Context: an optimization exercise on an open-source flow, tuned for small area. The choices shown serve that exercise and are no tape-out recipe.
In this exercise RTL edits were held to simulation tests only and were not proved equivalent to the original.
No activity file was given, so power comes from the tool's default toggle rates.

File: design/flow/config.mk
export PLATFORM = sky130hd
export DESIGN_NAME = gauge_command_stepper_display
export DESIGN_NICKNAME = gauge_command_stepper_display
export VERILOG_FILES = /design/flow/design.v
export SDC_FILE = /design/flow/constraint.sdc
export NUM_CORES = 4
export LEC_CHECK = 0
export CAP_MARGIN = 20
export CORE_MARGIN = 2
export CORE_UTILIZATION = 40
export CTS_BUF_LIST = sky130_fd_sc_hd__clkbuf_16
export CTS_CLUSTER_DIAMETER = 80
export CTS_CLUSTER_SIZE = 30
export GPL_TIMING_DRIVEN = 0
export SLEW_MARGIN = 20
File: design/flow/constraint.sdc
create_clock -name core_clock -period 5.0 [get_ports {clk}]
set_input_delay 1.0000 -clock core_clock [delete_from_list [all_inputs] [get_ports {clk}]]
set_output_delay 1.0000 -clock core_clock [all_outputs]
set_load 0.01 [all_outputs]
File: design/flow/design.v
`timescale 1ns / 1ps
package gcsd_pkg;
  localparam int DISPLAY_COLUMNS = 13;
  localparam int CHAR_DEPTH      = 2 * DISPLAY_COLUMNS;
  localparam int CFG_INDEX_W     = 1;
  localparam int CFG_DATA_W      = 48;
endpackage
`timescale 1ns / 1ps
module gcsd_ram (
  input  logic       clk,
  input  logic [6:0] ins,     
  input  logic [7:0] wdata,
  output logic [7:0] head     
);
  logic [7:0] slot [26];
  always_ff @(posedge clk) begin
    for (int i = 0; i < 26; i++) begin
      if (i % 4 == 0 && ins[i / 4]) begin
        slot[i] <= wdata;
      end else begin
        slot[i] <= slot[(i + 1) % 26];
      end
    end
  end
  assign head = slot[0];
endmodule
`timescale 1ns / 1ps
module gcsd_frame (
  input  logic       clk,
  input  logic       rst,
  input  logic       byte_en,
  input  logic [7:0] rx_byte,
  output logic       tgt_a_we,
  output logic       tgt_b_we,
  output logic       char_we,
  output logic [7:0] operand_hi
);
  logic [1:0] frame_pos;
  logic [1:0] pos_eff;
  logic [1:0] cmd_cls;       
  logic       apply;
  assign pos_eff = (rx_byte == 8'hFF) ? 2'd0 : frame_pos;
  assign apply   = byte_en && (pos_eff == 2'd3);
  always_ff @(posedge clk) begin
    if (rst) begin
      frame_pos <= 2'd0;
    end else if (byte_en) begin
      frame_pos <= pos_eff + 2'd1;
    end
  end
  always_ff @(posedge clk) begin
    if (byte_en && pos_eff == 2'd1) begin
      cmd_cls <= (rx_byte[7:2] == 6'd0) ? rx_byte[1:0] : 2'd0;
    end
    if (byte_en && pos_eff[1]) begin
      operand_hi <= rx_byte;
    end
  end
  assign tgt_a_we = apply && (cmd_cls == 2'd1);
  assign tgt_b_we = apply && (cmd_cls == 2'd2);
  assign char_we  = apply && (cmd_cls == 2'd3) && (operand_hi < 8'd26);
endmodule
`timescale 1ns / 1ps
module gcsd_stepper (
  input  logic        clk,
  input  logic        rst,
  input  logic        cfg_wen,
  input  logic        cfg_index,
  input  logic [47:0] cfg_data,
  input  logic        tgt_a_we,
  input  logic        tgt_b_we,
  input  logic [15:0] tgt_word,
  input  logic        tick,
  output logic [7:0]  drive
);
  logic [47:0] table_a, table_b;
  logic        loaded_a, loaded_b;
  logic [15:0] position_a, position_b;
  logic [15:0] target_a, target_b;
  logic [2:0]  phase_a, phase_b;
  logic [2:0]  phase_a_next, phase_b_next;
  logic        up_a, dn_a, up_b, dn_b;
  logic        inc_a, dec_a, inc_b, dec_b;    
  function automatic logic [2:0] phase_step(input logic [2:0] ph, input logic up,
                                            input logic dn);
    logic [1:0] m3;
    m3 = ph[2:1];
    if (up)      m3 = (m3 == 2'd2) ? 2'd0 : m3 + 2'd1;
    else if (dn) m3 = (m3 == 2'd0) ? 2'd2 : m3 - 2'd1;
    phase_step = {m3, ph[0] ^ (up | dn)};
  endfunction
  function automatic logic [1:0] compare(input logic [15:0] p, input logic [15:0] t);
    logic [15:0] lt, gt;
    for (int i = 0; i < 16; i++) begin
      lt[i] = !p[i] && t[i];
      gt[i] = p[i] && !t[i];
    end
    for (int w = 1; w < 16; w = w * 2) begin
      for (int i = 0; i < 16; i = i + 2 * w) begin
        lt[i] = lt[i + w] || (!gt[i + w] && lt[i]);
        gt[i] = gt[i + w] || (!lt[i + w] && gt[i]);
      end
    end
    compare = {lt[0], gt[0]};
  endfunction
  function automatic logic [15:0] step(input logic [15:0] p, input logic up, input logic dn);
    logic c;
    c = up | dn;
    for (int i = 0; i < 16; i++) begin
      step[i] = p[i] ^ c;
      c = c & (p[i] ^ dn);
    end
  endfunction
  assign {up_a, dn_a} = compare(position_a, target_a);
  assign {up_b, dn_b} = compare(position_b, target_b);
  assign phase_a_next = phase_step(phase_a, up_a, dn_a);
  assign phase_b_next = phase_step(phase_b, up_b, dn_b);
  logic [5:0] sel_a, sel_b;
  always_comb begin
    for (int k = 0; k < 6; k++) begin
      sel_a[k] = loaded_a && (phase_a_next == {2'(k % 3), 1'(k % 2)});
      sel_b[k] = loaded_b && (phase_b_next == {2'(k % 3), 1'(k % 2)});
    end
    drive = 8'h00;
    for (int k = 0; k < 6; k++) begin
      drive = drive | ({8{sel_a[k]}} & table_a[8*k +: 8]) | ({8{sel_b[k]}} & table_b[8*k +: 8]);
    end
  end
  always_ff @(posedge clk) begin
    if (cfg_wen && !cfg_index) table_a <= cfg_data;
    if (cfg_wen &&  cfg_index) table_b <= cfg_data;
  end
  logic [15:0] tgt_word_r;
  assign tgt_word_r = rst ? 16'd0 : tgt_word;
  always_ff @(posedge clk) begin
    if (tgt_a_we || rst) target_a <= tgt_word_r;
    if (tgt_b_we || rst) target_b <= tgt_word_r;
  end
  always_ff @(posedge clk) begin
    if (rst) begin
      loaded_a   <= 1'b0;
      loaded_b   <= 1'b0;
      position_a <= '0;
      position_b <= '0;
      phase_a    <= '0;
      phase_b    <= '0;
      inc_a      <= 1'b0;
      dec_a      <= 1'b0;
      inc_b      <= 1'b0;
      dec_b      <= 1'b0;
    end else begin
      if (cfg_wen && !cfg_index) loaded_a <= 1'b1;
      if (cfg_wen &&  cfg_index) loaded_b <= 1'b1;
      position_a <= step(position_a, inc_a, dec_a);
      position_b <= step(position_b, inc_b, dec_b);
      inc_a      <= tick && up_a;
      dec_a      <= tick && dn_a;
      inc_b      <= tick && up_b;
      dec_b      <= tick && dn_b;
      if (tick) begin
        phase_a    <= phase_a_next;
        phase_b    <= phase_b_next;
      end
    end
  end
endmodule
`timescale 1ns / 1ps
module gcsd_display (
  input  logic       clk,
  input  logic       rst,
  input  logic       char_we,     
  input  logic [4:0] char_addr,
  input  logic [7:0] char_data,
  input  logic [7:0] held_data,   
  input  logic       poll,        
  output logic       at_col0,     
  output logic       row,         
  output logic       busy,        
  output logic       rd_done,     
  output logic [7:0] rd_data
);
  logic [4:0] rot;         
  logic [4:0] entry;       
  logic       clearing;    
  logic [1:0] wwait;       
  logic [2:0] wslot;       
  logic [5:0] diff;
  logic [4:0] slot_idx;    
  logic [6:0] ins;
  logic [7:0] wdata;
  logic       now;
  assign diff     = {1'b0, char_addr} - {1'b0, rot} - 6'd1;
  assign slot_idx = diff[5] ? diff[4:0] + 5'd26 : diff[4:0];
  assign now      = char_we && (slot_idx[1:0] == 2'd0);
  always_comb begin
    for (int k = 0; k < 7; k++) begin
      ins[k] = rst || clearing ||
               (now && slot_idx[4:2] == 3'(k)) ||
               (wwait == 2'd1 && wslot == 3'(k));
    end
  end
  assign wdata = (rst || clearing) ? 8'h00 : (char_we ? char_data : held_data);
  gcsd_ram u_ring (
    .clk   (clk),
    .ins   (ins),
    .wdata (wdata),
    .head  (rd_data)
  );
  assign row     = entry[0];    
  assign rd_done = busy && (rot == entry) && (wwait == 2'd0);
  always_ff @(posedge clk) begin
    if (char_we) wslot <= slot_idx[4:2];
  end
  always_ff @(posedge clk) begin
    if (rst) begin
      rot      <= '0;
      entry    <= '0;
      at_col0  <= 1'b1;
      busy     <= 1'b0;
      clearing <= 1'b1;
      wwait    <= '0;
    end else begin
      rot <= (rot == 5'd25) ? 5'd0 : rot + 5'd1;
      if (rot == 5'd2) clearing <= 1'b0;
      if (char_we)              wwait <= slot_idx[1:0];
      else if (wwait != 2'd0)   wwait <= wwait - 2'd1;
      if (poll) begin
        if (at_col0) at_col0 <= 1'b0;
        else         busy    <= 1'b1;
      end
      if (rd_done) begin
        busy    <= 1'b0;
        entry   <= (entry == 5'd25) ? 5'd0 : entry + 5'd1;
        at_col0 <= (entry == 5'd12) || (entry == 5'd25);
      end
    end
  end
endmodule
`timescale 1ns / 1ps
module gauge_command_stepper_display (
  input  logic                             clk,
  input  logic                             rst,
  input  logic                             in_valid,
  output logic                             in_ready,
  input  logic [1:0]                       in_func,
  input  logic [7:0]                       in_rx_byte,
  output logic                             out_valid,
  input  logic                             out_ready,
  output logic                             out_kind,
  output logic [7:0]                       out_value,
  output logic                             out_lcd_is_data,
  input  logic                             cfg_wen,
  input  logic [gcsd_pkg::CFG_INDEX_W-1:0] cfg_index,
  input  logic [gcsd_pkg::CFG_DATA_W-1:0]  cfg_data
);
  logic       in_acc, byte_en, tick, poll;
  logic       tgt_a_we, tgt_b_we, char_we;
  logic [7:0] operand_hi;
  logic [7:0] drive;
  logic       at_col0, row, busy, rd_done;
  logic [7:0] rd_data;
  logic       o_valid;
  logic       o_kind;
  logic       o_is_data;
  logic [7:0] o_value;
  assign in_ready = !o_valid && !busy;
  assign in_acc   = in_valid && in_ready;
  assign byte_en  = in_acc && (in_func == 2'd0);
  assign tick     = in_acc && (in_func == 2'd1);
  assign poll     = in_acc && (in_func == 2'd2);
  gcsd_frame u_frame (
    .clk        (clk),
    .rst        (rst),
    .byte_en    (byte_en),
    .rx_byte    (in_rx_byte),
    .tgt_a_we   (tgt_a_we),
    .tgt_b_we   (tgt_b_we),
    .char_we    (char_we),
    .operand_hi (operand_hi)
  );
  gcsd_stepper u_stepper (
    .clk       (clk),
    .rst       (rst),
    .cfg_wen   (cfg_wen),
    .cfg_index (cfg_index),
    .cfg_data  (cfg_data),
    .tgt_a_we  (tgt_a_we),
    .tgt_b_we  (tgt_b_we),
    .tgt_word  ({operand_hi, in_rx_byte}),
    .tick      (tick),
    .drive     (drive)
  );
  gcsd_display u_display (
    .clk       (clk),
    .rst       (rst),
    .char_we   (char_we),
    .char_addr (operand_hi[4:0]),
    .char_data (in_rx_byte),
    .held_data (operand_hi),
    .poll      (poll),
    .at_col0   (at_col0),
    .row       (row),
    .busy      (busy),
    .rd_done   (rd_done),
    .rd_data   (rd_data)
  );
  always_ff @(posedge clk) begin
    if (rst) begin
      o_valid <= 1'b0;
    end else if (tick || (poll && at_col0) || rd_done) begin
      o_valid <= 1'b1;
    end else if (out_ready) begin
      o_valid <= 1'b0;
    end
  end
  always_ff @(posedge clk) begin
    if (tick || poll) begin
      o_kind    <= poll;
      o_is_data <= poll && !at_col0;
    end
    if (tick) begin
      o_value <= drive;
    end else if (poll && at_col0) begin
      o_value <= {1'b1, row, 6'd0};
    end else if (rd_done) begin
      o_value <= rd_data;
    end
  end
  assign out_valid       = o_valid;
  assign out_kind        = o_kind;
  assign out_value       = o_value;
  assign out_lcd_is_data = o_is_data;
endmodule
File: design/flow/flow/run.sh
#!/bin/bash
# The standard layout with two changes:
#  - synthesis maps the logic with an area-oriented ABC script (flow/abc_area.script)
#    in place of ORFS's speed script; everything else in synthesis is unchanged;
#  - the port buffers are made from the smallest buffer cell.
set -euo pipefail
here=$PWD
rm -rf scripts_area
cp -r "$FLOW_HOME/scripts" scripts_area
cp flow/abc_area.script scripts_area/abc_speed.script
bash standard.sh "SCRIPTS_DIR=$here/scripts_area" synth > synth.log 2>&1
bash standard.sh "BUFFER_PORTS_ARGS=-buffer_cell sky130_fd_sc_hd__buf_1" finish > layout.log 2>&1
File: design/flow/flow/abc_area.script
strash
balance; rewrite; refactor; balance; rewrite; rewrite -z; balance; refactor -z; rewrite -z; balance
dch -f
amap
topo
dnsize -c
File: design/flow/standard.sh
#!/bin/bash
# synth_recipe.tcl (not shown) runs the flow's synth.tcl, then flattens the netlist and writes it again
# the make line also repeats each setting of config.mk as NAME=value (left out here)
make -C /OpenROAD-flow-scripts/flow DESIGN_CONFIG=/design/flow/config.mk WORK_HOME=/design/flow/orfs CLKGATE_MAP_FILE= SYNTH_SCRIPT=/design/flow/synth_recipe.tcl "${@:-finish}"
==> impl_metrics.json, run 1 <==
{
  "h-tree-depth": 1,
  "synth-simple-area-share_pct": 8.73,
  "drive_gt1_share_pct": 4.81,
  "power_uw": 6140,
  "synth_fp_nets": 1274,
  "critPathSlowestCell": "o211ai_1",
  "num_rows": 68,
  "cpMostUsedCell": "or3_1",
  "dpl.hpwl_um": 20500,
  "core-area_um2": 34500,
  "status": "no timing/DRC/antenna violations",
  "synth.most_common_cell": "dfxtp_1",
  "initial_core_util_pct": 40.7,
  "dieWidth_um": 192,
  "numCtsBuffers": 20,
  "yosys.area.top_type": "dfxtp_1",
  "cts_root_buf": "clkbuf_16",
  "fin_skew_ps": 30.2,
  "slowest_delay_ps": 630,
  "endpoint_kind": "register",
  "maxClockFrequency_mhz": 227,
  "cts.sinks": 421,
  "p_leak_uw": 0.00568,
  "die_h_um": 192,
  "wl_per_cell_um": 16.4,
  "synth_seq_cells": 421,
  "ys_seq_area_share_pct": 70.7,
  "synth_common_cells": "dfxtp_1 (270), nor2_1 (179), edfxtp_1 (151), clkinv_1 (135), a21oi_1 (86)",
  "worstPathRequired_ps": 5440,
  "vias": 8961,
  "setup_violations": 0,
  "drcViolationCount": 0,
  "worstMarginPinSlew_ps": 1050,
  "setup_tns_ps": 0,
  "antenna_found_initial": 2,
  "synth_top_family_by_area": "compound AO/OA/AOI/OAI gates",
  "post-place-ws_ps": 106,
  "dieArea_um2": 36700,
  "vias_per_cell": 5.07,
  "p_int_uw": 4740,
  "swShare_pct": 22.9,
  "fin_ws_ps": 598,
  "overflow": 0,
  "syn_area_per_cell_um2": 11.8,
  "muxShareOfSynthArea_pct": 0,
  "grt_pass1_wl_um": 45400,
  "synth_ff_type": "dfxtp_1",
  "routabilityCongestion": 0.784,
  "relSlewSlack_pct": 30.1,
  "rsz0062_at_grt": "false",
  "async_flop_share_pct": 0,
  "wirelength_um": 28900,
  "postLayoutCellArea_um2": 15800,
  "hold_viol": 0,
  "grt_pass1_vias": 8595,
  "io_pins": 76,
  "synth_cell_type_count": 42,
  "power_frac_clock_pct": 31.8,
  "synth_xor_area_share_pct": 0,
  "fillers": 3219,
  "area.growth.synth_to_final_pct": 12.5,
  "cp_max_fo": 11,
  "synth_edf_count": 151,
  "dr.pass1.iters": 4,
  "min_period_ps": 4400,
  "cp_cell_sequence": "buf_1 -> nand4_1 -> or3_1 -> nor3_1 -> nor2b_1 -> ha_1 -> nand2_1 -> nor4_2 -> clkinv_1 -> or3_1 -> or3_1 -> o211ai_1 -> buf_4 -> nor2_1 -> a21oi_1",
  "hp-class": "reg -> reg",
  "ant_nets": 0,
  "cp-start-kind": "primary input",
  "crit_arrival_ps": 4840,
  "yosysTopAreaCellShare_pct": 38.4,
  "power.density_nw_per_um2": 388,
  "drtIter0Drc": 648,
  "ir_worst_vdd_uv": 303,
  "switchingPower_uw": 1400,
  "place_area_um2": 15100,
  "cts_buffer_depth": 3,
  "maxSlewViolCount": 0,
  "cts.repair.resized": 0,
  "io_buffers": 75,
  "ctsHoldBuffers": 0,
  "post_cts_buffers": 0,
  "clkLatencyLatePin_ps": 550,
  "syn_inst": 1187,
  "critPathKind": "in -> reg",
  "ys_warn_count": 6,
  "layout.nets": 1384,
  "synth_area_um2": 14100,
  "cts_tree": "done",
  "synth_adder_area_share_pct": 2.10,
  "track_usage_pct": 15.9,
  "grt_max_degree": 32,
  "p_comb_share_pct": 5.4,
  "clkSlewWorstSetupHoldPaths_ps": 110,
  "maxCapViolations": 0,
  "synth_compound_area_share_pct": 14.9,
  "p_seq_share_pct": 62.8,
  "synthTopCellsByArea": "dfxtp_1 (38%), edfxtp_1 (32%), nor2_1 (4.8%)",
  "period_share_pct": 88.0
}
[layout make-up]
type,instances,area [um2],area share (%)
Antenna cell,1,2.50,0.0158
Clock buffer,20,500,3.16
Clock inverter,15,165,1.04
Inverter,135,507,3.20
Multi-Input combinational cell,631,3720,23.5
Sequential cell,421,9940,62.8
Tap cell,455,569,3.60
Timing Repair Buffer,88,414,2.62
[flip-flops by register name (all words and copies together), names as in the netlist, 2 cells and up]
name,cells
u_display.u_ring.slot,208
u_stepper.table_a,48
u_stepper.table_b,48
u_stepper.position_a,16
u_stepper.position_b,16
u_stepper.target_a,16
u_stepper.target_b,16
o_value,8
u_frame.operand_hi,8
u_display.entry,5
u_display.rot,5
u_display.wslot,3
u_stepper.phase_a,3
u_stepper.phase_b,3
u_display.wwait,2
u_frame.cmd_cls,2
u_frame.frame_pos,2
[path summary, 6_finish.rpt]
path / to / cells past startpoint / slack (ps) / start
worst max-delay path: u_display.u_ring.slot[0][0]$_DFF_P_ / 15 / 600 / in_rx_byte[4]
worst min-delay path: u_display.u_ring.slot[22][6]$_DFF_P_ / 0 / 320 / u_display.u_ring.slot[23][6]$_DFF_P_
worst max register to register: u_display.u_ring.slot[0][0]$_DFF_P_ / 12 / 700 / u_display.busy$_SDFFE_PP0P_
worst min register to register: u_display.u_ring.slot[22][6]$_DFF_P_ / 0 / 320 / u_display.u_ring.slot[23][6]$_DFF_P_
[routing by layer]
layer  part of all wire [%]  GRT usage (%)  vias to the layer above
met5                  0.045              0                        -
met4                    2.8           4.50                        2
met3                    5.3           3.19                       47
met2                     44           25.0                      164
met1                     48           22.3                     4245
li1                       -              -                     4503
[metrics by stage]
stage / cells / util [%] / hold WS, ps
3_5_place_dp: 1730 / 43.8 / 312
2_1_floorplan: 1187 / - / 310
5_1_grt: 1765 / 45.8 / 320
6_report: 1766 / 45.8 / 319
3_3_place_gp: 1717 / 43.2 / 310
4_1_cts: 1765 / 45.8 / 312
[power groups by stage]
stage               Combinational (uW)  Clock, uW  Sequential (uW)
floorplan                          199          0             3920
global placement                   307          0             3940
detailed placement                 332          0             3940
CTS                                334       2010             3860
global route                       376       2130             3890
finish                             331       1950             3860
[layout by cell type, fill, tap and decap left out, types with 21 or more instances in the layout]
master	n
nor2_1	177
o21ai_0	56
a22o_1	27
a21oi_1	86
buf_1	74
ha_1	22
dfxtp_1	270
edfxtp_1	151
a221oi_1	21
nand2_1	58
clkinv_1	135
[cell families (layout without fill, tap and decap cells)]
| kind of cell | count (synthesis) | after routing |
|---|---|---|
| AND/OR/NAND/NOR | 295 | 295 |
| buffers and inverters | 135 | 258 |
| other | 0 | 1 |
| flip-flops | 421 | 421 |
| adder cells (fa/ha/maj) | 23 | 23 |
| AO/OA/AOI/OAI | 313 | 313 |
[worst max-delay path: cells and delay by family]
family	cells	cell delay (ps)
AOI/OAI and AO/OA	2	830
adders and majority gates	1	180
buffers and inverters	3	840
and+or+nand+nor	9	1980
==> inputs of run 2 (changes only) <==
--- a/design/flow/config.mk
+++ b/design/flow/config.mk
@@ -9,7 +9,6 @@
 export CORE_MARGIN = 2
 export CORE_UTILIZATION = 40
 export CTS_BUF_LIST = sky130_fd_sc_hd__clkbuf_16
-export CTS_CLUSTER_DIAMETER = 80
-export CTS_CLUSTER_SIZE = 30
-export GPL_TIMING_DRIVEN = 0
+export CTS_CLUSTER_DIAMETER = 60
+export CTS_CLUSTER_SIZE = 24
 export SLEW_MARGIN = 20
==> run 2 against run 1 <==
  * Power up 8.7%
  * Area after synthesis did not move
  * Synthesized cell count unchanged
  * Die area did not move
  * Clock power grew 27%
  * Critical path depth is the same
  * Register-to-register slack gained 200 ps
  * Core utilization is 1.0 points higher
  * Sequential power about the same
  * Flip-flop and latch count is the same
  * Critical path type is now reg -> reg
  * Largest power group unchanged
==> impl_metrics.json, run 2 <==
{
  "layout.nets": 1408,
  "r2r_cells": 15,
  "synth_ff_type": "dfxtp_1",
  "fin_skew_ps": 23.7,
  "place_area_um2": 15200,
  "swShare_pct": 23.9,
  "grt_pass1_vias": 8532,
  "cp_cell_sequence": "clkinv_1 -> o31a_1 -> a31oi_1 -> o21ai_0 -> o21ai_0 -> clkinv_1 -> o32ai_1 -> clkinv_1 -> nand2_1 -> nor3_1 -> buf_4 -> a22o_1 -> or4_1 -> o21ai_0 -> o21ai_0",
  "drcViolationCount": 0,
  "yosysTopAreaCellShare_pct": 38.4,
  "reg_top3": "u_display.u_ring.slot: 208 flops, u_stepper.table_a: 48 flops, u_stepper.table_b: 48 flops",
  "wirelength_um": 29700,
  "grt_max_degree": 34,
  "largest_reg_flops": 208,
  "endpoint_kind": "register",
  "synthTopCellsByArea": "dfxtp_1 (38%), edfxtp_1 (32%), nor2_1 (4.8%)",
  "async_flop_share_pct": 0,
  "switchingPower_uw": 1600,
  "ir_worst_vdd_uv": 241,
  "dieWidth_um": 192,
  "worstPathRequired_ps": 5300,
  "p_seq_share_pct": 57.9,
  "maxClockFrequency_mhz": 244,
  "reg2reg_from": "u_stepper.target_b[14]$_DFFE_PP_",
  "io_buffers": 75,
  "wl_per_cell_um": 16.6,
  "grt_pass1_wl_um": 46800,
  "p_comb_share_pct": 5.0,
  "r2r-end": "o_value[2]$_DFFE_PP_",
  "maxSlewViolCount": 0,
  "synth_edf_count": 151,
  "crit_buf_inv": 4,
  "crit_arrival_ps": 4410,
  "synth.most_common_cell": "dfxtp_1",
  "vias_per_cell": 5.06,
  "power_frac_clock_pct": 37.2,
  "fillers": 3188,
  "period_share_pct": 82.1,
  "synth_area_um2": 14100,
  "synth_common_cells": "dfxtp_1 (270), nor2_1 (179), edfxtp_1 (151), clkinv_1 (135), a21oi_1 (86)",
  "cts_root_buf": "clkbuf_16",
  "worstMarginPinSlew_ps": 1180,
  "io_pins": 76,
  "hp-class": "reg -> reg",
  "power.density_nw_per_um2": 413,
  "status": "no timing/DRC/antenna violations",
  "num_rows": 68,
  "p_leak_uw": 0.00588,
  "synth_cell_type_count": 42,
  "utilization_pct": 46.8,
  "maxCapViolations": 0,
  "dpl.hpwl_um": 20500,
  "rsz0062_at_grt": "false",
  "h-tree-depth": 1,
  "numCtsBuffers": 29,
  "routabilityCongestion": 0.833,
  "antenna_found_initial": 3,
  "area.growth.synth_to_final_pct": 15.1,
  "initial_core_util_pct": 40.7,
  "track_usage_pct": 16.5,
  "path_delay_family": "compound AO/OA/AOI/OAI gates",
  "cp.depth": 15,
  "ys_warn_count": 6,
  "postLayoutCellArea_um2": 16200,
  "dieArea_um2": 36700,
  "drive_gt1_share_pct": 6.12,
  "cts.sinks": 421,
  "regArea_um2": 9940,
  "critPathSlowestCell": "o21ai_0",
  "slowest_delay_ps": 560,
  "syn_area_per_cell_um2": 11.8,
  "core-area_um2": 34500,
  "cts.repair.resized": 0,
  "p_int_uw": 5080,
  "multiInputGateArea_um2": 3660,
  "cp-start-kind": "register",
  "layout_common_cells": "dfxtp_1 (270), nor2_1 (178), edfxtp_1 (151)",
  "layout_commonest_cell": "dfxtp_1",
  "clkSlewWorstSetupHoldPaths_ps": 90,
  "largest-register": "u_display.u_ring.slot",
  "ctsHoldBuffers": 0,
  "cp_max_fo": 8,
  "overflow": 0,
  "synth_seq_cells": 421,
  "power_uw": 6680,
  "hold_path_depth": 0,
  "cts_tree": "done",
  "min_period_ps": 4100,
  "hold_start": "u_display.u_ring.slot[15][1]$_DFF_P_",
  "setup_tns_ps": 0,
  "cts_buffer_depth": 3,
  "drtIter0Drc": 617,
  "ant_nets": 0,
  "synth_fp_nets": 1274,
  "setup_violations": 0,
  "yosys.area.top_type": "dfxtp_1",
  "ys_seq_area_share_pct": 70.7,
  "relSlewSlack_pct": 21.4,
  "hold_viol": 0,
  "r2r_slack_ps": 900,
  "critPathKind": "reg -> reg",
  "post_cts_buffers": 0,
  "syn_inst": 1187,
  "dr.pass1.iters": 6,
  "whs_endpoint": "u_display.u_ring.slot[14][1]$_DFF_P_",
  "clkLatencyLatePin_ps": 570,
  "die_h_um": 192,
  "vias": 9088,
  "cpMostUsedCell": "o21ai_0"
}
-- run 2: changes by cell type in the layout (fill, tap and decap cells not counted), moves of 2 or more --
cell / change
clkinv_8: +4
clkbuf_16: +10
nor3_1: +10
nor3_2: -10
inv_12: +2
buf_12: -3
buf_2: -4
inv_1: -3
o21ai_2: -3
o21ai_0: +2
buf_4: +22
-- run 2: layout make-up --
class / instances / area share [%]
inverter: 135 / 3.13
timing repair buffer: 103 / 3.05
tap: 455 / 3.52
sequential: 421 / 61.4
multi-input combinational: 631 / 22.6
antenna: 2 / 0.0309
clock buffer: 30 / 4.64
clock inverter: 20 / 1.59
-- run 2: layer usage --
| metal | track usage [%] | routed length [um] | up-vias |
|---|---|---|---|
| met2 | 24.5 | 12600 | 213 |
| met5 | 0 | 13 | - |
| met4 | 3.85 | 593 | 2 |
| met3 | 3.12 | 1760 | 46 |
| met1 | 24.7 | 14800 | 4279 |
| li1 | - | - | 4548 |
-- run 2: power by group through the flow --
stage | Clock (uW) | Sequential (uW) | Combinational (uW)
CTS | 2540 | 3870 | 335
finish | 2480 | 3870 | 332
global route | 2680 | 3890 | 380
global placement | 0 | 3940 | 326
detailed placement | 0 | 3940 | 332
floorplan | 0 | 3920 | 199
-- run 2: worst max path at each step --
| stage | start | to | slack [ps] |
|---|---|---|---|
| after global routing | u_stepper.position_b[15]$_SDFF_PP0_ | o_value[3]$_DFFE_PP_ | 570 |
| after detailed placement | in_rx_byte[4] | u_display.u_ring.slot[20][5]$_DFF_P_ | 820 |
| after global placement | in_rx_byte[4] | u_display.u_ring.slot[16][4]$_DFF_P_ | 920 |
| after floorplan | in_rx_byte[4] | u_display.u_ring.slot[24][0]$_DFF_P_ | 90 |
| final | u_stepper.target_b[14]$_DFFE_PP_ | o_value[2]$_DFFE_PP_ | 900 |
| after CTS | u_stepper.target_b[14]$_DFFE_PP_ | o_value[2]$_DFFE_PP_ | 840 |
-- run 2: metrics by stage --
step                      std cells  hold WS [ps]  worst slack [ps]
after CTS                      1795           323               845
after detailed placement       1745           312               820
after floorplan                1187           310              93.7
final                          1797           321               896
after global routing           1795           324               570
after global placement         1745           310               923
-- run 2: cells by family after synthesis --
family                   count (synthesis)  share of synthesized area, %
flip-flops                             421                          70.7
AO/OA/AOI/OAI                          313                          14.9
AND/OR/NAND/NOR                        295                          8.73
buffers and inverters                  135                          3.60
adder cells (fa/ha/maj)                 23                          2.10
==> inputs of run 3 (changes only) <==
--- a/design/flow/config.mk
+++ b/design/flow/config.mk
@@ -8,7 +8,7 @@
 export CAP_MARGIN = 20
 export CORE_MARGIN = 2
 export CORE_UTILIZATION = 40
-export CTS_BUF_LIST = sky130_fd_sc_hd__clkbuf_16
+export CTS_BUF_LIST = sky130_fd_sc_hd__clkbuf_8
 export CTS_CLUSTER_DIAMETER = 60
-export CTS_CLUSTER_SIZE = 24
+export CTS_CLUSTER_SIZE = 20
 export SLEW_MARGIN = 20
==> run 3 against run 2 <==
  * Die area unchanged
  * First-iteration DRC count rose by 5.5%
  * Clock power down 27%
  * Largest cell class unchanged
  * Routed wire length about the same
  * Still clean on timing, DRC and antenna
  * Flip-flop and latch count unchanged
==> impl_metrics.json, run 3 <==
{
  "clkLatencyLatePin_ps": 630,
  "cts.repair.resized": 0,
  "syn_area_per_cell_um2": 11.8,
  "met3_length_um": 1730,
  "crit_arrival_ps": 4470,
  "synth_fp_nets": 1274,
  "power.density_nw_per_um2": 381,
  "area.growth.synth_to_final_pct": 12.3,
  "clkSlewWorstSetupHoldPaths_ps": 120,
  "min_period_ps": 4100,
  "critPathKind": "reg -> reg",
  "dr.max_layer_used": "met5",
  "critPathSlowestCell": "o21ai_0",
  "endpoint_kind": "register",
  "initial_core_util_pct": 40.7,
  "yosysTopAreaCellShare_pct": 38.4,
  "maxCapViolations": 0,
  "maxSlewViolCount": 0,
  "core-area_um2": 34500,
  "layout_commonest_cell": "dfxtp_1",
  "cpMostUsedCell": "o21ai_0",
  "cp-start-kind": "register",
  "synth_edf_count": 151,
  "cts_root_buf": "clkbuf_8",
  "synth_ff_type": "dfxtp_1",
  "synth_common_cells": "dfxtp_1 (270), nor2_1 (179), edfxtp_1 (151), clkinv_1 (135), a21oi_1 (86)",
  "syn_inst": 1187,
  "h-tree-depth": 1,
  "numCtsBuffers": 31,
  "wirelength_um": 29700,
  "setup_violations": 0,
  "hold_viol": 0,
  "antenna_found_initial": 3,
  "holdWs_ps": 318,
  "wl_per_cell_um": 16.5,
  "slowest_delay_ps": 550,
  "vias_per_cell": 5.07,
  "vias": 9120,
  "rsz0062_at_grt": "false",
  "cp_cell_sequence": "clkinv_1 -> o31a_1 -> a31oi_1 -> o21ai_0 -> o21ai_0 -> clkinv_1 -> o32ai_1 -> clkinv_1 -> nand2_1 -> nor3_1 -> buf_4 -> a22o_1 -> or4_1 -> o21ai_0 -> o21ai_0",
  "grt_max_degree": 34,
  "async_flop_share_pct": 0,
  "p_seq_share_pct": 64.3,
  "relSlewSlack_pct": 21.3,
  "p_comb_share_pct": 5.5,
  "cts_tree": "done",
  "drcViolationCount": 0,
  "synth_cell_type_count": 42,
  "dpl.hpwl_um": 20500,
  "p_int_uw": 4550,
  "fin_skew_ps": 19.9,
  "cts_buffer_depth": 3,
  "io_pins": 76,
  "p_leak_uw": 0.00573,
  "synth_area_um2": 14100,
  "track_usage_pct": 16.5,
  "synth_seq_cells": 421,
  "grt_pass1_vias": 8600,
  "worstPathRequired_ps": 5370,
  "yosys.area.top_type": "dfxtp_1",
  "drt-met1-wl_um": 14900,
  "layout_common_cells": "dfxtp_1 (270), nor2_1 (178), edfxtp_1 (151)",
  "ctsHoldBuffers": 0,
  "post_cts_buffers": 0,
  "status": "no timing/DRC/antenna violations",
  "num_rows": 68,
  "ir_worst_vdd_uv": 235,
  "overflow": 0,
  "dr.pass1.iters": 4,
  "power_frac_clock_pct": 30.2,
  "io_buffers": 75,
  "swShare_pct": 24.4,
  "period_share_pct": 82.1,
  "hp-class": "reg -> reg",
  "dieWidth_um": 192,
  "die_h_um": 192,
  "largest_reg_flops": 208,
  "maxClockFrequency_mhz": 244,
  "grt_pass1_wl_um": 46900,
  "drtIter0Drc": 651,
  "cts.sinks": 421,
  "worstMarginPinSlew_ps": 1180,
  "cp_max_fo": 8,
  "dieArea_um2": 36700,
  "wl_met2_um": 12500,
  "setup_tns_ps": 0,
  "drive_gt1_share_pct": 5.96,
  "largest-register": "u_display.u_ring.slot",
  "layout.nets": 1410,
  "synthTopCellsByArea": "dfxtp_1 (38%), edfxtp_1 (32%), nor2_1 (4.8%)",
  "routabilityCongestion": 0.833,
  "switchingPower_uw": 1470,
  "synth.most_common_cell": "dfxtp_1",
  "ys_seq_area_share_pct": 70.7,
  "ant_nets": 0,
  "reg_top3": "u_display.u_ring.slot: 208 flops, u_stepper.table_a: 48 flops, u_stepper.table_b: 48 flops",
  "ys_warn_count": 6,
  "fillers": 3237
}
==> run 3: layout make-up <==
class	instances	area, um2	area share [%]
Antenna cell	2	5.00	0.0317
Clock buffer	31	427	2.70
Clock inverter	21	195	1.24
Inverter	135	507	3.21
Multi-Input combinational cell	631	3660	23.2
Sequential cell	421	9940	62.9
Tap cell	455	569	3.60
Timing Repair Buffer	103	493	3.12
==> run 3: worst paths after layout <==
path / from / to / slack [ps] / cells past startpoint
setup / recovery: u_stepper.target_b[14]$_DFFE_PP_ / o_value[2]$_DFFE_PP_ / 900 / 15
hold / removal: u_display.u_ring.slot[23][1]$_DFF_P_ / u_display.u_ring.slot[22][1]$_DFF_P_ / 320 / 0
setup reg to reg: u_stepper.target_b[14]$_DFFE_PP_ / o_value[2]$_DFFE_PP_ / 900 / 15
hold reg to reg: u_display.u_ring.slot[23][1]$_DFF_P_ / u_display.u_ring.slot[22][1]$_DFF_P_ / 320 / 0
==> run 3: layer usage <==
| layer | vias to the layer above | global-route usage [%] |
|---|---|---|
| li1 | 4546 | - |
| met1 | 4313 | 24.7 |
| met2 | 219 | 24.5 |
| met3 | 40 | 3.60 |
| met4 | 2 | 3.61 |
| met5 | - | 0 |
==> run 3: kinds of logic (layout without fill, tap and decap cells) <==
kind of cell               count (synthesis)  in the layout  share of synthesized area (%)
and+or+nand+nor                          295            295                           8.73
DFF                                      421            421                           70.7
other                                      0              2                              0
AOI/OAI and AO/OA                        313            313                           14.9
buffers and inverters                    135            290                           3.60
adders and majority gates                 23             23                           2.10
==> run 3: power groups by stage <==
stage	clock network (uW)	logic, uW	registers, uW
floorplan	0	199	3920
global placement	0	326	3940
detailed placement	0	332	3940
CTS	1880	334	3870
global route	2010	380	3890
finish	1820	333	3870
==> run 3: critical path, delay by kind of cell, from the launching register on <==
kind | cells | cell delay (ps)
AND/OR/NAND/NOR | 3 | 690
AO/OA/AOI/OAI | 8 | 2080
flip-flops | 1 | 340
buffers and inverters | 4 | 720
==> run 3: stage by stage <==
step	setup slack, ps	cell area [um2]	power, uW	utilization [%]	cells
2_1_floorplan	93.7	14100	4120	-	1187
3_3_place_gp	923	15200	4270	43.9	1745
3_5_place_dp	820	15200	4270	43.9	1745
4_1_cts	840	15800	6090	45.7	1797
5_1_grt	550	15800	6280	45.7	1797
6_report	896	15800	6010	45.7	1799
==> inputs of run 4 (changes only) <==
--- a/design/flow/config.mk
+++ b/design/flow/config.mk
@@ -10,5 +10,5 @@
 export CORE_UTILIZATION = 40
 export CTS_BUF_LIST = sky130_fd_sc_hd__clkbuf_8
 export CTS_CLUSTER_DIAMETER = 60
-export CTS_CLUSTER_SIZE = 20
+export CTS_CLUSTER_SIZE = 16
 export SLEW_MARGIN = 20
==> run 4 against run 3 <==
  * Register-to-register slack worse by 30 ps
  * Die area is the same
  * Critical path depth stayed put
  * Clock power about the same
  * Final area is 0.12% lower
  * First-iteration DRC count is 5.7% lower
  * Routed wire length barely moved
  * Final cell count about the same
  * Largest cell class unchanged
  * Combinational power barely moved
  * Flip-flop and latch count unchanged
==> impl_metrics.json, run 4 <==
{
  "status": "no timing/DRC/antenna violations",
  "setup_violations": 0,
  "io_pins": 76,
  "layout.nets": 1414,
  "synth_common_cells": "dfxtp_1 (270), nor2_1 (179), edfxtp_1 (151), clkinv_1 (135), a21oi_1 (86)",
  "synth_xor_area_share_pct": 0,
  "ir_worst_vdd_uv": 215,
  "initial_core_util_pct": 40.7,
  "synth.most_common_cell": "dfxtp_1",
  "maxClockFrequency_mhz": 242,
  "maxCapViolations": 0,
  "period_share_pct": 82.6,
  "cts_tree": "done",
  "endpoint_kind": "register",
  "syn_inst": 1187,
  "synth_fp_nets": 1274,
  "ant_nets": 0,
  "setup_tns_ps": 0,
  "cp-start-kind": "register",
  "cts_root_buf": "clkbuf_8",
  "crit_arrival_ps": 4410,
  "synth_adder_area_share_pct": 2.10,
  "holdWs_ps": 316,
  "rsz0062_at_grt": "false",
  "dieWidth_um": 192,
  "relSlewSlack_pct": 23.9,
  "vias": 9081,
  "die_h_um": 192,
  "wl_per_cell_um": 16.5,
  "largest-register": "u_display.u_ring.slot",
  "cts.sinks": 421,
  "dpl.hpwl_um": 20500,
  "muxShareOfSynthArea_pct": 0,
  "yosysTopAreaCellShare_pct": 38.4,
  "cp_max_fo": 8,
  "ys_seq_area_share_pct": 70.7,
  "drtIter0Drc": 614,
  "antenna_found_initial": 3,
  "layout_common_cells": "dfxtp_1 (270), nor2_1 (178), edfxtp_1 (151)",
  "cts.repair.resized": 0,
  "routabilityCongestion": 0.833,
  "area.growth.synth_to_final_pct": 12.2,
  "drive_gt1_share_pct": 6.04,
  "wirelength_um": 29700,
  "p_leak_uw": 0.00572,
  "worstPathRequired_ps": 5290,
  "synth_area_um2": 14100,
  "grt_pass1_wl_um": 46900,
  "track_usage_pct": 16.5,
  "h-tree-depth": 2,
  "yosys.area.top_type": "dfxtp_1",
  "layout_commonest_cell": "dfxtp_1",
  "numCtsBuffers": 35,
  "overflow": 0,
  "grt_pass1_vias": 8624,
  "reg_top3": "u_display.u_ring.slot: 208 flops, u_stepper.table_a: 48 flops, u_stepper.table_b: 48 flops",
  "fin_ws_ps": 871,
  "largest_reg_flops": 208,
  "synth_ff_type": "dfxtp_1",
  "synth_top_family_by_area": "compound AO/OA/AOI/OAI gates",
  "syn_area_per_cell_um2": 11.8,
  "synth-simple-area-share_pct": 8.73,
  "utilization_pct": 45.7,
  "cts_buffer_depth": 3,
  "synth_cell_type_count": 42,
  "ctsHoldBuffers": 0,
  "critPathKind": "reg -> reg",
  "post_cts_buffers": 0,
  "maxSlewViolCount": 0,
  "min_period_ps": 4130,
  "power.density_nw_per_um2": 380,
  "synth_seq_cells": 421,
  "fin_skew_ps": 28.7,
  "synth_edf_count": 151,
  "synthTopCellsByArea": "dfxtp_1 (38%), edfxtp_1 (32%), nor2_1 (4.8%)",
  "grt_max_degree": 34,
  "num_rows": 68,
  "post-place-ws_ps": 820,
  "clkSlewWorstSetupHoldPaths_ps": 100,
  "synth_compound_area_share_pct": 14.9,
  "clkLatencyLatePin_ps": 560,
  "async_flop_share_pct": 0,
  "ys_warn_count": 6,
  "core-area_um2": 34500,
  "io_buffers": 75,
  "dr.pass1.iters": 5,
  "hp-class": "reg -> reg",
  "drcViolationCount": 0,
  "dieArea_um2": 36700,
  "power_uw": 6000,
  "worstMarginPinSlew_ps": 1140,
  "hold_viol": 0,
  "vias_per_cell": 5.05
}
## run 4: changes by cell type in the layout (fill, tap and decap cells not counted), sizes merged
cell and delta:
inv -8, clkbuf +6, clkinvlp +1
## run 4: final cells by class
class / count / area (um2)
clock inverter: 14 / 93.8
clock buffer: 37 / 509
timing repair buffer: 103 / 493
sequential: 421 / 9940
fill: 3235 / 18800
antenna: 2 / 5.00
multi-input combinational: 631 / 3660
inverter: 135 / 507
tap: 455 / 569
## run 4: worst max-delay path: stages (launching register included)
cell and delay, ps:
edfxtp_1 340, clkinv_1 70, o31a_1 310, a31oi_1 220, o21ai_0 180, o21ai_0 560
clkinv_1 320, o32ai_1 280, clkinv_1 120, nand2_1 100, nor3_1 50, buf_4 200
a22o_1 200, or4_1 540, o21ai_0 250, o21ai_0 120
## run 4: power breakdown
group	switching [uW]	leakage, uW	internal, uW	total (uW)
clock network	1090	0.000328	704	1800
logic	217	0.00176	114	332
registers	78.4	0.00363	3790	3870
## run 4: path summary, 6_finish.rpt
path	from	to	slack, ps	cells past startpoint
max	u_stepper.target_b[14]$_DFFE_PP_	o_value[2]$_DFFE_PP_	870	15
min	u_display.u_ring.slot[23][1]$_DFF_P_	u_display.u_ring.slot[22][1]$_DFF_P_	320	0
max reg2reg	u_stepper.target_b[14]$_DFFE_PP_	o_value[2]$_DFFE_PP_	870	15
min reg2reg	u_display.u_ring.slot[23][1]$_DFF_P_	u_display.u_ring.slot[22][1]$_DFF_P_	320	0
## run 4: logic make-up (layout without fill, tap and decap cells)
logic type / Yosys count / in the layout
DFF: 421 / 421
AOI/OAI and AO/OA: 313 / 313
and+or+nand+nor: 295 / 295
buffers and inverters: 135 / 289
adders and majority gates: 23 / 23
other: 0 / 2
## run 4: stage by stage
step | area (um2) | std cells
after floorplan | 14100 | 1187
after global placement | 15200 | 1745
after detailed placement | 15200 | 1745
after CTS | 15800 | 1796
after global routing | 15800 | 1796
final | 15800 | 1798
## run 4: routing by layer
layer / GRT usage [%] / wire (um) / part of all wire [%] / vias up
li1: - / - / - / 4551
met1: 24.6 / 15000 / 51 / 4285
met2: 24.5 / 12400 / 42 / 197
met3: 3.40 / 1720 / 5.8 / 46
met4: 4.17 / 529 / 1.8 / 2
met5: 0 / 18 / 0.061 / -
==> inputs of run 5 (changes only) <==
--- a/design/flow/flow/run.sh
+++ b/design/flow/flow/run.sh
@@ -8,5 +8,5 @@
 rm -rf scripts_area
 cp -r "$FLOW_HOME/scripts" scripts_area
 cp flow/abc_area.script scripts_area/abc_speed.script
-bash standard.sh "SCRIPTS_DIR=$here/scripts_area" synth > synth.log 2>&1
+bash standard.sh "SCRIPTS_DIR=$here/scripts_area" "ADDER_MAP_FILE=" synth > synth.log 2>&1
 bash standard.sh "BUFFER_PORTS_ARGS=-buffer_cell sky130_fd_sc_hd__buf_1" finish > layout.log 2>&1
==> run 5 against run 4 <==
  * Critical path type unchanged
  * Critical endpoint is now o_value[4]$_DFFE_PP_
  * Still clean
  * Global-route usage grew 0.22 points
  * Clock power about the same
  * Final cell count down 0.39%
  * Sequential power is 2% lower
  * Non-clock buffer count rose by 4
==> impl_metrics.json, run 5 <==
{
  "fillers": 3162,
  "synth_cell_type_count": 35,
  "critPathSlowestCell": "o21ai_0",
  "wirelength_um": 30100,
  "core-area_um2": 34300,
  "crit_start": "u_stepper.position_b[15]$_SDFF_PP0_",
  "layout_commonest_cell": "dfxtp_1",
  "drtIter0Drc": 695,
  "post-place-ws_ps": 739,
  "numCtsBuffers": 31,
  "cp_cell_sequence": "clkinv_1 -> or2_0 -> o31ai_1 -> o21ai_0 -> o21ai_0 -> o21ai_0 -> clkinv_1 -> nand2_1 -> o21ai_0 -> o21ai_0 -> clkinv_1 -> nand4_1 -> clkinv_1 -> a22o_1 -> nor4_1 -> nand3_1 -> nand2_1 -> o21ai_0",
  "min_period_ps": 4290,
  "maxSlewViolCount": 0,
  "largest-register": "u_display.u_ring.slot",
  "power_frac_clock_pct": 30.3,
  "status": "no timing/DRC/antenna violations",
  "postLayoutCellArea_um2": 15500,
  "dieWidth_um": 190,
  "p_int_uw": 4540,
  "drcViolationCount": 0,
  "worstPathRequired_ps": 5380,
  "layout_common_cells": "dfxtp_1 (270), nor2_1 (151), edfxtp_1 (151)",
  "clkLatencyLatePin_ps": 630,
  "setup_tns_ps": 0,
  "dpl.hpwl_um": 20600,
  "hp-class": "reg -> reg",
  "switchingPower_uw": 1290,
  "track_usage_pct": 16.7,
  "synth.most_common_cell": "dfxtp_1",
  "h-tree-depth": 1,
  "io_pins": 76,
  "die_h_um": 190,
  "fin_ws_ps": 712,
  "syn_inst": 1175,
  "maxClockFrequency_mhz": 233,
  "overflow": 0,
  "synth_ff_type": "dfxtp_1",
  "relSlewSlack_pct": 29.9,
  "reg_top3": "u_display.u_ring.slot: 208 flops, u_stepper.table_a: 48 flops, u_stepper.table_b: 48 flops",
  "ctsHoldBuffers": 0,
  "rsz0062_at_grt": "false",
  "ys_seq_area_share_pct": 72.0,
  "fin_skew_ps": 33.8,
  "p_leak_uw": 0.00552,
  "syn_area_per_cell_um2": 11.7,
  "layout.nets": 1379,
  "dieArea_um2": 36000,
  "maxCapViolations": 0,
  "period_share_pct": 85.8,
  "hold_viol": 0,
  "setup_violations": 0,
  "worstMarginPinSlew_ps": 1040,
  "synth_seq_cells": 421,
  "drt-met1-wl_um": 14500,
  "grt_pass1_wl_um": 47300,
  "cts_root_buf": "clkbuf_8",
  "n_antenna_cell": 0,
  "grt_pass1_vias": 8785,
  "regArea_um2": 9940,
  "p_comb_share_pct": 4.2,
  "cp-start-kind": "register",
  "cts_tree": "done",
  "power.density_nw_per_um2": 375,
  "area.growth.synth_to_final_pct": 12.5,
  "wl_met2_um": 13400,
  "cts.repair.resized": 0,
  "ir_worst_vdd_uv": 227,
  "ys_warn_count": 6,
  "p_seq_share_pct": 65.4,
  "post_cts_buffers": 0,
  "cpMostUsedCell": "o21ai_0",
  "vias_per_cell": 5.11,
  "async_flop_share_pct": 0,
  "swShare_pct": 22.1,
  "crit_arrival_ps": 4670,
  "synth_common_cells": "dfxtp_1 (270), nor2_1 (152), edfxtp_1 (151), clkinv_1 (125), o21ai_0 (89)",
  "place_area_um2": 14900,
  "cp_max_fo": 7,
  "synth_fp_nets": 1239,
  "drive_gt1_share_pct": 5.84,
  "synth_area_um2": 13800,
  "reg2reg_from": "u_stepper.position_b[15]$_SDFF_PP0_",
  "io_buffers": 75,
  "hold_start": "u_display.u_ring.slot[19][4]$_DFF_P_",
  "yosys.area.top_type": "dfxtp_1",
  "dr.max_layer_used": "met4",
  "slowest_delay_ps": 500,
  "cts.sinks": 421,
  "cts_buffer_depth": 3,
  "met3_length_um": 1490,
  "synth_edf_count": 151,
  "vias": 9154,
  "wl_per_cell_um": 16.8,
  "ant_nets": 0,
  "synthTopCellsByArea": "dfxtp_1 (39%), edfxtp_1 (33%), nor2_1 (4.1%)",
  "num_rows": 68,
  "grt_max_degree": 50,
  "holdWs_ps": 328,
  "multiInputGateArea_um2": 3420,
  "initial_core_util_pct": 40.3,
  "endpoint_kind": "register",
  "routabilityCongestion": 0.772,
  "clkSlewWorstSetupHoldPaths_ps": 100,
  "largest_reg_flops": 208,
  "antenna_found_initial": 0,
  "dr.pass1.iters": 5,
  "yosysTopAreaCellShare_pct": 39.2,
  "critPathKind": "reg -> reg"
}
## run 5: changes by cell type after synthesis, sizes merged, moves of 6 or more
cell / previous run / this run
ha: 22 / 0
nor2: 179 / 152
o31ai: 1 / 9
clkinv: 135 / 125
nor2b: 8 / 19
or4: 6 / 0
a22o: 27 / 18
a31o: 8 / 0
o21ai: 61 / 89
a22oi: 11 / 22
or2: 1 / 18
nor4: 2 / 8
## run 5: kinds of logic after synthesis
kind of cell    share of synthesized area, %
flops                                   72.0
buf+inv                                 3.40
simple gates                            9.85
compound gates                          14.7
xor+xnor                              0.0635
## run 5: final cells by class
cell class,instances,share of cell area (%)
flip-flops and latches,421,64.0
multi-input cells,629,22.0
well taps,455,3.67
repair buffers,107,3.37
clock buffers,36,3.19
inverters,125,3.02
clock inverters,18,0.701
## run 5: per-stage QoR
stage,power (uW),utilization [%],cells
6_report,5830,45.3,1791
5_1_grt,6070,45.3,1791
4_1_cts,5890,45.3,1791
3_5_place_dp,4140,43.5,1737
3_3_place_gp,4130,43.5,1737
2_1_floorplan,4000,-,1175
## run 5: critical path, delay by kind of cell, from the launching register on
family,cells,cell delay (ps)
AO/OA/AOI/OAI,8,1910
AND/OR/NAND/NOR,6,900
flip-flops,1,330
buffers and inverters,4,900
## run 5: per-layer routing
metal  track usage, %  up-vias
li1                 -     4515
met3             2.58       47
met1             24.1     4351
met2             26.6      241
met5                0        -
met4             4.05        0
## run 5: power groups by stage
stage                     Combinational (uW)  Sequential, uW  Clock (uW)
final                                    246            3810        1770
after global routing                     278            3830        1960
after CTS                                249            3810        1830
after detailed placement                 248            3890           0
after global placement                   244            3890           0
after floorplan                          132            3870           0
## run 5: path summary, 6_finish.rpt
check,endpoint,slack (ps),cells past startpoint
max reg2reg,o_value[4]$_DFFE_PP_,710,18
min reg2reg,u_display.u_ring.slot[18][4]$_DFF_P_,330,0
max,o_value[4]$_DFFE_PP_,710,18
min,u_display.u_ring.slot[18][4]$_DFF_P_,330,0
==> inputs of run 6 (changes only) <==
==> design/flow/flow/abc_area.script (replaced) <==
strash
dc2
dch -f
amap
topo
dnsize -c
==> run 6 against run 5 <==
  * Still clean
  * Via count is 0.50% higher
  * Register-to-register slack about the same
  * Core utilization grew 0.94 points
  * Clock power up 9%
  * Worst hold slack better by 0.99 ps
  * First-iteration DRC count up 20%
  * Synthesized cell count down 0.85%
  * Worst setup slack gained 12 ps
==> impl_metrics.json, run 6 <==
{
  "swShare_pct": 22.3,
  "post_cts_buffers": 0,
  "status": "no timing/DRC/antenna violations",
  "dr.pass1.iters": 6,
  "antenna_found_initial": 0,
  "period_share_pct": 85.5,
  "synth_area_um2": 13800,
  "cts_root_buf": "clkbuf_8",
  "p_comb_share_pct": 4.1,
  "cts.repair.resized": 0,
  "min_period_ps": 4280,
  "synth-simple-area-share_pct": 10.2,
  "drtIter0Drc": 833,
  "yosysTopAreaCellShare_pct": 39.2,
  "synth_edf_count": 151,
  "layout_common_cells": "dfxtp_1 (270), nor2_1 (183), edfxtp_1 (151)",
  "ir_worst_vdd_uv": 247,
  "hp-class": "reg -> reg",
  "synth_adder_area_share_pct": 0,
  "yosys.area.top_type": "dfxtp_1",
  "ys_warn_count": 6,
  "clkSlewWorstSetupHoldPaths_ps": 100,
  "synth_top_family_by_area": "compound AO/OA/AOI/OAI gates",
  "fillers": 3106,
  "wirelength_um": 30200,
  "layout_commonest_cell": "dfxtp_1",
  "cp-start-kind": "register",
  "grt_pass1_vias": 8765,
  "switchingPower_uw": 1340,
  "synthTopCellsByArea": "dfxtp_1 (39%), edfxtp_1 (33%), nor2_1 (5.0%)",
  "ctsHoldBuffers": 0,
  "utilization_pct": 46.2,
  "maxClockFrequency_mhz": 234,
  "drive_gt1_share_pct": 6.49,
  "crit_arrival_ps": 4590,
  "hold_viol": 0,
  "cp_cell_sequence": "clkinv_1 -> or2_0 -> a31oi_1 -> a31oi_1 -> o21ai_0 -> o21ai_0 -> clkinv_1 -> nand2_1 -> o21ai_0 -> o21ai_0 -> nor4b_2 -> buf_4 -> a222oi_1 -> nand4_1 -> a221o_1 -> a32o_1",
  "grt_pass1_wl_um": 47100,
  "numCtsBuffers": 35,
  "worstPathRequired_ps": 5310,
  "synth_cell_type_count": 39,
  "vias_per_cell": 5.19,
  "async_flop_share_pct": 0,
  "drcViolationCount": 0,
  "synth_compound_area_share_pct": 14.6,
  "h-tree-depth": 2,
  "cts_tree": "done",
  "setup_violations": 0,
  "cts_buffer_depth": 3,
  "cp_max_fo": 8,
  "power_frac_clock_pct": 32.2,
  "synth.most_common_cell": "dfxtp_1",
  "setup_tns_ps": 0,
  "die_h_um": 190,
  "syn_inst": 1165,
  "ys_seq_area_share_pct": 72.1,
  "syn_area_per_cell_um2": 11.8,
  "dieWidth_um": 190,
  "crit_buf_inv": 3,
  "fin_skew_ps": 28.3,
  "cpMostUsedCell": "o21ai_0",
  "relSlewSlack_pct": 34.7,
  "maxSlewViolCount": 0,
  "synth_seq_cells": 421,
  "io_buffers": 75,
  "initial_core_util_pct": 40.9,
  "wl_per_cell_um": 17.0,
  "path_delay_family": "compound AO/OA/AOI/OAI gates",
  "synth_ff_type": "dfxtp_1",
  "synth_xor_area_share_pct": 0,
  "largest-register": "u_display.u_ring.slot",
  "synth_fp_nets": 1229,
  "slowest_delay_ps": 590,
  "largest_reg_flops": 208,
  "io_pins": 76,
  "critPathKind": "reg -> reg",
  "grt_max_degree": 61,
  "synth_common_cells": "dfxtp_1 (270), nor2_1 (184), edfxtp_1 (151), clkinv_1 (115), a21oi_1 (77)",
  "reg_top3": "u_display.u_ring.slot: 208 flops, u_stepper.table_a: 48 flops, u_stepper.table_b: 48 flops",
  "muxShareOfSynthArea_pct": 0,
  "dpl.hpwl_um": 20500,
  "p_int_uw": 4650,
  "dieArea_um2": 36000,
  "routabilityCongestion": 0.823,
  "layout.nets": 1374,
  "area.growth.synth_to_final_pct": 13.0,
  "clkLatencyLatePin_ps": 560,
  "maxCapViolations": 0,
  "core-area_um2": 33700,
  "critPathSlowestCell": "o21ai_0",
  "vias": 9200,
  "rsz0062_at_grt": "false",
  "overflow": 0,
  "cts.sinks": 421,
  "num_rows": 67,
  "power.density_nw_per_um2": 385,
  "p_leak_uw": 0.00552,
  "track_usage_pct": 16.8,
  "endpoint_kind": "register",
  "p_seq_share_pct": 63.6,
  "n_antenna_cell": 0,
  "ant_nets": 0,
  "worstMarginPinSlew_ps": 976
}
==> run 6: cell count changes in the layout (fill, tap and decap cells not counted), moves of 10 or more <==
cell | previous run | this run
o221ai_1 | 24 | 8
a21oi_1 | 88 | 77
a22o_1 | 18 | 2
a222oi_1 | 3 | 19
clkinv_1 | 125 | 115
nor2_1 | 151 | 183
o21ai_0 | 81 | 70
==> run 6: per-layer routing <==
| metal | up-vias | global-route usage (%) | part of all wire [%] |
|---|---|---|---|
| met3 | 48 | 2.95 | 6.4 |
| li1 | 4514 | - | - |
| met2 | 283 | 26.1 | 44 |
| met4 | 0 | 5.13 | 2.2 |
| met5 | - | 0 | 0 |
| met1 | 4355 | 24.2 | 47 |
==> run 6: final timing paths <==
| path | slack [ps] | from | cells after the start | endpoint |
|---|---|---|---|---|
| setup / recovery | 720 | u_stepper.position_a[11]$_SDFF_PP0_ | 16 | o_value[3]$_DFFE_PP_ |
| setup reg to reg | 720 | u_stepper.position_a[11]$_SDFF_PP0_ | 16 | o_value[3]$_DFFE_PP_ |
| hold reg to reg | 330 | u_display.u_ring.slot[4][1]$_DFF_P_ | 0 | u_display.u_ring.slot[3][1]$_DFF_P_ |
| hold / removal | 330 | u_display.u_ring.slot[4][1]$_DFF_P_ | 0 | u_display.u_ring.slot[3][1]$_DFF_P_ |
==> run 6: cell families after synthesis <==
logic type | Yosys count
and+or+nand+nor | 324
buffers and inverters | 115
AOI/OAI and AO/OA | 305
DFF | 421
==> run 6: final cells by class <==
class                           instances  area, um2  area share [%]
Multi-Input combinational cell        629       3450            22.2
Clock buffer                           35        482            3.09
Inverter                              115        432            2.77
Clock inverter                         18        183            1.17
Sequential cell                       421       9940            63.8
Timing Repair Buffer                  108        531            3.41
Tap cell                              448        561            3.60
==> run 6: worst register-to-register path: cells and delay by family, from the launching register on <==
kind | cells | cell delay, ps
AOI/OAI and AO/OA | 9 | 2630
buffers and inverters | 3 | 480
DFF | 1 | 340
and+or+nand+nor | 4 | 580
==> run 6: power by group through the flow <==
stage          clock network (uW)  registers, uW  logic (uW)
2_1_floorplan                   0           3870         133
6_report                     1930           3810         248
5_1_grt                      2120           3830         277
3_5_place_dp                    0           3890         248
4_1_cts                      2000           3820         250
3_3_place_gp                    0           3890         243
==> run 6: per-stage QoR <==
step	power [uW]	cells	hold slack, ps	setup slack, ps	area (um2)
global route	6230	1774	337	420	15600
detailed placement	4140	1721	312	785	14900
floorplan	4000	1165	310	1020	13800
CTS	6060	1774	332	748	15600
finish	5990	1774	329	724	15600
global placement	4130	1721	309	951	14900
==> inputs of run 7 (changes only) <==
--- a/design/flow/flow/run.sh
+++ b/design/flow/flow/run.sh
@@ -1,8 +1,10 @@
 #!/bin/bash
-# The standard layout with two changes:
+# The standard layout with these changes:
 #  - synthesis maps the logic with an area-oriented ABC script (flow/abc_area.script)
-#    in place of ORFS's speed script; everything else in synthesis is unchanged;
+#    in place of ORFS's speed script, and leaves adders to ABC as plain logic
+#    (ADDER_MAP_FILE empty); everything else in synthesis is unchanged;
 #  - the port buffers are made from the smallest buffer cell.
+# Each step's full output goes to its own log here: synth.log, layout.log.
 set -euo pipefail
 here=$PWD
 rm -rf scripts_area
==> design/flow/flow/abc_area.script (replaced) <==
strash
balance; rewrite; refactor; balance; rewrite; rewrite -z; balance; refactor -z; rewrite -z; balance
dch -f
amap
topo
dnsize -c
==> run 7 against run 6 <==
  * Still clean on timing, DRC and antenna
  * Via count decreased by 0.50%
  * Area after synthesis increased by 0.13%
  * Global-route usage shrank 0.094 points
  * Register-to-register slack barely moved
  * Critical path depth grew 2
  * Routed wire length shrank 0.44%
  * Core utilization down 0.94 points
  * Final area is 0.32% lower
  * Critical endpoint is now o_value[4]$_DFFE_PP_
  * Largest cell class unchanged
  * Largest power group unchanged
==> impl_metrics.json, run 7 <==
{
  "power.density_nw_per_um2": 375,
  "synth_edf_count": 151,
  "maxCapViolations": 0,
  "layout_common_cells": "dfxtp_1 (270), nor2_1 (151), edfxtp_1 (151)",
  "hp-class": "reg -> reg",
  "r2r_slack_ps": 710,
  "maxSlewViolCount": 0,
  "setup_violations": 0,
  "ys_seq_area_share_pct": 72.0,
  "largest-register": "u_display.u_ring.slot",
  "num_rows": 68,
  "crit_arrival_ps": 4670,
  "clkSlewWorstSetupHoldPaths_ps": 100,
  "syn_inst": 1175,
  "yosys.area.top_type": "dfxtp_1",
  "drive_gt1_share_pct": 5.84,
  "vias": 9154,
  "post_cts_buffers": 0,
  "p_leak_uw": 0.00552,
  "async_flop_share_pct": 0,
  "ctsHoldBuffers": 0,
  "die_h_um": 190,
  "r2r_cells": 18,
  "cts_buffer_depth": 3,
  "period_share_pct": 85.8,
  "hold_viol": 0,
  "ant_nets": 0,
  "antenna_found_initial": 0,
  "vias_per_cell": 5.11,
  "io_buffers": 75,
  "rsz0062_at_grt": "false",
  "grt_pass1_wl_um": 47300,
  "synth_fp_nets": 1239,
  "fillers": 3162,
  "track_usage_pct": 16.7,
  "dr.pass1.iters": 5,
  "grt_max_degree": 50,
  "whs_endpoint": "u_display.u_ring.slot[18][4]$_DFF_P_",
  "routabilityCongestion": 0.772,
  "cp-start-kind": "register",
  "critPathKind": "reg -> reg",
  "n_antenna_cell": 0,
  "synth_area_um2": 13800,
  "area.growth.synth_to_final_pct": 12.5,
  "dieWidth_um": 190,
  "cts_tree": "done",
  "synth_common_cells": "dfxtp_1 (270), nor2_1 (152), edfxtp_1 (151), clkinv_1 (125), o21ai_0 (89)",
  "numCtsBuffers": 31,
  "wirelength_um": 30100,
  "layout.nets": 1379,
  "hold_path_depth": 0,
  "yosysTopAreaCellShare_pct": 39.2,
  "dieArea_um2": 36000,
  "maxClockFrequency_mhz": 233,
  "clkLatencyLatePin_ps": 630,
  "endpoint_kind": "register",
  "utilization_pct": 45.3,
  "overflow": 0,
  "initial_core_util_pct": 40.3,
  "synth_seq_cells": 421,
  "ir_worst_vdd_uv": 227,
  "drtIter0Drc": 695,
  "ys_warn_count": 6,
  "drcViolationCount": 0,
  "synthTopCellsByArea": "dfxtp_1 (39%), edfxtp_1 (33%), nor2_1 (4.1%)",
  "r2r-end": "o_value[4]$_DFFE_PP_",
  "wl_per_cell_um": 16.8,
  "syn_area_per_cell_um2": 11.7,
  "status": "no timing/DRC/antenna violations",
  "fin_skew_ps": 33.8,
  "cts.repair.resized": 0,
  "min_period_ps": 4290,
  "largest_reg_flops": 208,
  "hold_start": "u_display.u_ring.slot[19][4]$_DFF_P_",
  "worstMarginPinSlew_ps": 1040,
  "synth_cell_type_count": 35,
  "worstPathRequired_ps": 5380,
  "grt_pass1_vias": 8785,
  "reg_top3": "u_display.u_ring.slot: 208 flops, u_stepper.table_a: 48 flops, u_stepper.table_b: 48 flops",
  "h-tree-depth": 1,
  "dpl.hpwl_um": 20600,
  "cts.sinks": 421,
  "synth.most_common_cell": "dfxtp_1",
  "io_pins": 76,
  "cts_root_buf": "clkbuf_8",
  "synth_ff_type": "dfxtp_1",
  "relSlewSlack_pct": 29.9,
  "setup_tns_ps": 0,
  "cp_max_fo": 7,
  "reg2reg_from": "u_stepper.position_b[15]$_SDFF_PP0_",
  "layout_commonest_cell": "dfxtp_1",
  "core-area_um2": 34300
}
==> run 7: cell count changes after synthesis, moves of 4 or more <==
cell,previous run,this run
a211oi_1,21,14
a32o_1,6,0
nand3_1,5,12
nor2_1,184,152
a222oi_1,19,3
nor3_1,20,24
o221ai_1,8,24
nor2b_1,13,19
a22o_1,2,18
clkinv_1,115,125
or3_1,9,4
a21oi_1,77,88
o21ai_0,71,89
o211ai_1,6,0
==> run 7: cell type report <==
class                           instances  area [um2]  area share [%]
Sequential cell                       421        9940            64.0
Multi-Input combinational cell        629        3420            22.0
Tap cell                              455         569            3.67
Timing Repair Buffer                  107         523            3.37
Clock buffer                           36         495            3.19
Inverter                              125         469            3.02
Clock inverter                         18         109           0.701
==> run 7: critical path, stage by stage, from the launching register on <==
cell	delay (ps)
dfxtp_1	330
clkinv_1	60
or2_0	130
o31ai_1	90
o21ai_0	230
o21ai_0	150
o21ai_0	500
clkinv_1	250
nand2_1	140
o21ai_0	110
o21ai_0	390
clkinv_1	230
nand4_1	170
clkinv_1	360
a22o_1	350
nor4_1	220
nand3_1	120
nand2_1	120
o21ai_0	90
==> run 7: how the worst max path moves through the flow <==
stage                                               end                                 from  depth (start not counted)
CTS                                o_value[4]$_DFFE_PP_     u_stepper.target_b[15]$_DFFE_PP_                         17
finish                             o_value[4]$_DFFE_PP_  u_stepper.position_b[15]$_SDFF_PP0_                         18
detailed placement                 o_value[4]$_DFFE_PP_     u_stepper.target_b[15]$_DFFE_PP_                         17
floorplan           u_display.u_ring.slot[0][0]$_DFF_P_                           in_func[1]                         10
global placement                   o_value[5]$_DFFE_PP_  u_stepper.position_b[13]$_SDFF_PP0_                         18
global route                       o_value[4]$_DFFE_PP_     u_stepper.target_b[15]$_DFFE_PP_                         17
==> run 7: cells by family (layout without fill, tap and decap cells) <==
logic type	Yosys count	after routing	synth area share, %
AOI/OAI and AO/OA	320	320	14.7
xor gates and xnor gates	1	1	0.0635
DFF	421	421	72.0
and+or+nand+nor	308	308	9.85
buffers and inverters	125	286	3.40
==> run 7: routing by layer <==
| layer | GRT usage [%] | up-vias | part of all wire, % |
|---|---|---|---|
| met5 | 0 | - | 0 |
| met2 | 26.6 | 241 | 45 |
| met1 | 24.1 | 4351 | 48 |
| li1 | - | 4515 | - |
| met3 | 2.58 | 47 | 5.0 |
| met4 | 4.05 | 0 | 2.2 |
==> run 7: power by group <==
group / total, uW / switching, uW / internal, uW
registers: 3810 / 65.0 / 3750
clock network: 1770 / 1050 / 714
logic: 246 / 166 / 79.5
total: 5830 / 1290 / 4540
==> run 7: through the flow <==
step	instances	power [uW]	area [um2]	setup WS [ps]	hold WS (ps)
finish	1791	5830	15500	712	328
global route	1791	6070	15500	66.9	324
CTS	1791	5890	15500	727	327
detailed placement	1737	4140	14900	739	312
global placement	1737	4130	14900	945	310
floorplan	1175	4000	13800	626	310

## what the ideal ports hide
How much do the figures lean on ideal ports? The routed layouts below were timed once more, with nothing changed but the port constraints.
Step 1 assumes that a clkbuf_16 drives the clock port and a buf_2 every other input.
Step 2 moves the port delays by t, midway between the first and last clock arrival at a register: inputs arrive t later, outputs are due t later. That takes back most of the time a late clock gives input paths.
Slacks: ideal ports / drivers / drivers and shift; pairs: ideal ports / drivers.
| run | shift t [ns] | setup slack, ns | hold WS [ns] |
|---|---|---|---|
| run 1 | 0.585 | 0.598 / 0.610 / 0.026 | 0.319 / 0.319 / 0.319 |
| run 2 | 0.613 | 0.896 / 0.896 / 0.743 | 0.321 / 0.321 / 0.321 |
| run 3 | 0.675 | 0.896 / 0.896 / 0.721 | 0.318 / 0.318 / 0.318 |
| run 4 | 0.588 | 0.871 / 0.871 / 0.694 | 0.316 / 0.316 / 0.316 |
| run 5 | 0.662 | 0.712 / 0.712 / 0.712 | 0.328 / 0.328 / 0.328 |
| run 6 | 0.589 | 0.724 / 0.724 / 0.724 | 0.329 / 0.329 / 0.329 |
| run 7 | 0.662 | 0.712 / 0.712 / 0.712 | 0.328 / 0.328 / 0.328 |
After both steps every run listed still meets setup and hold. For run 1, which loses most, drivers alone change the setup slack by +0.012 ns; drivers and shift together by -0.572 ns.
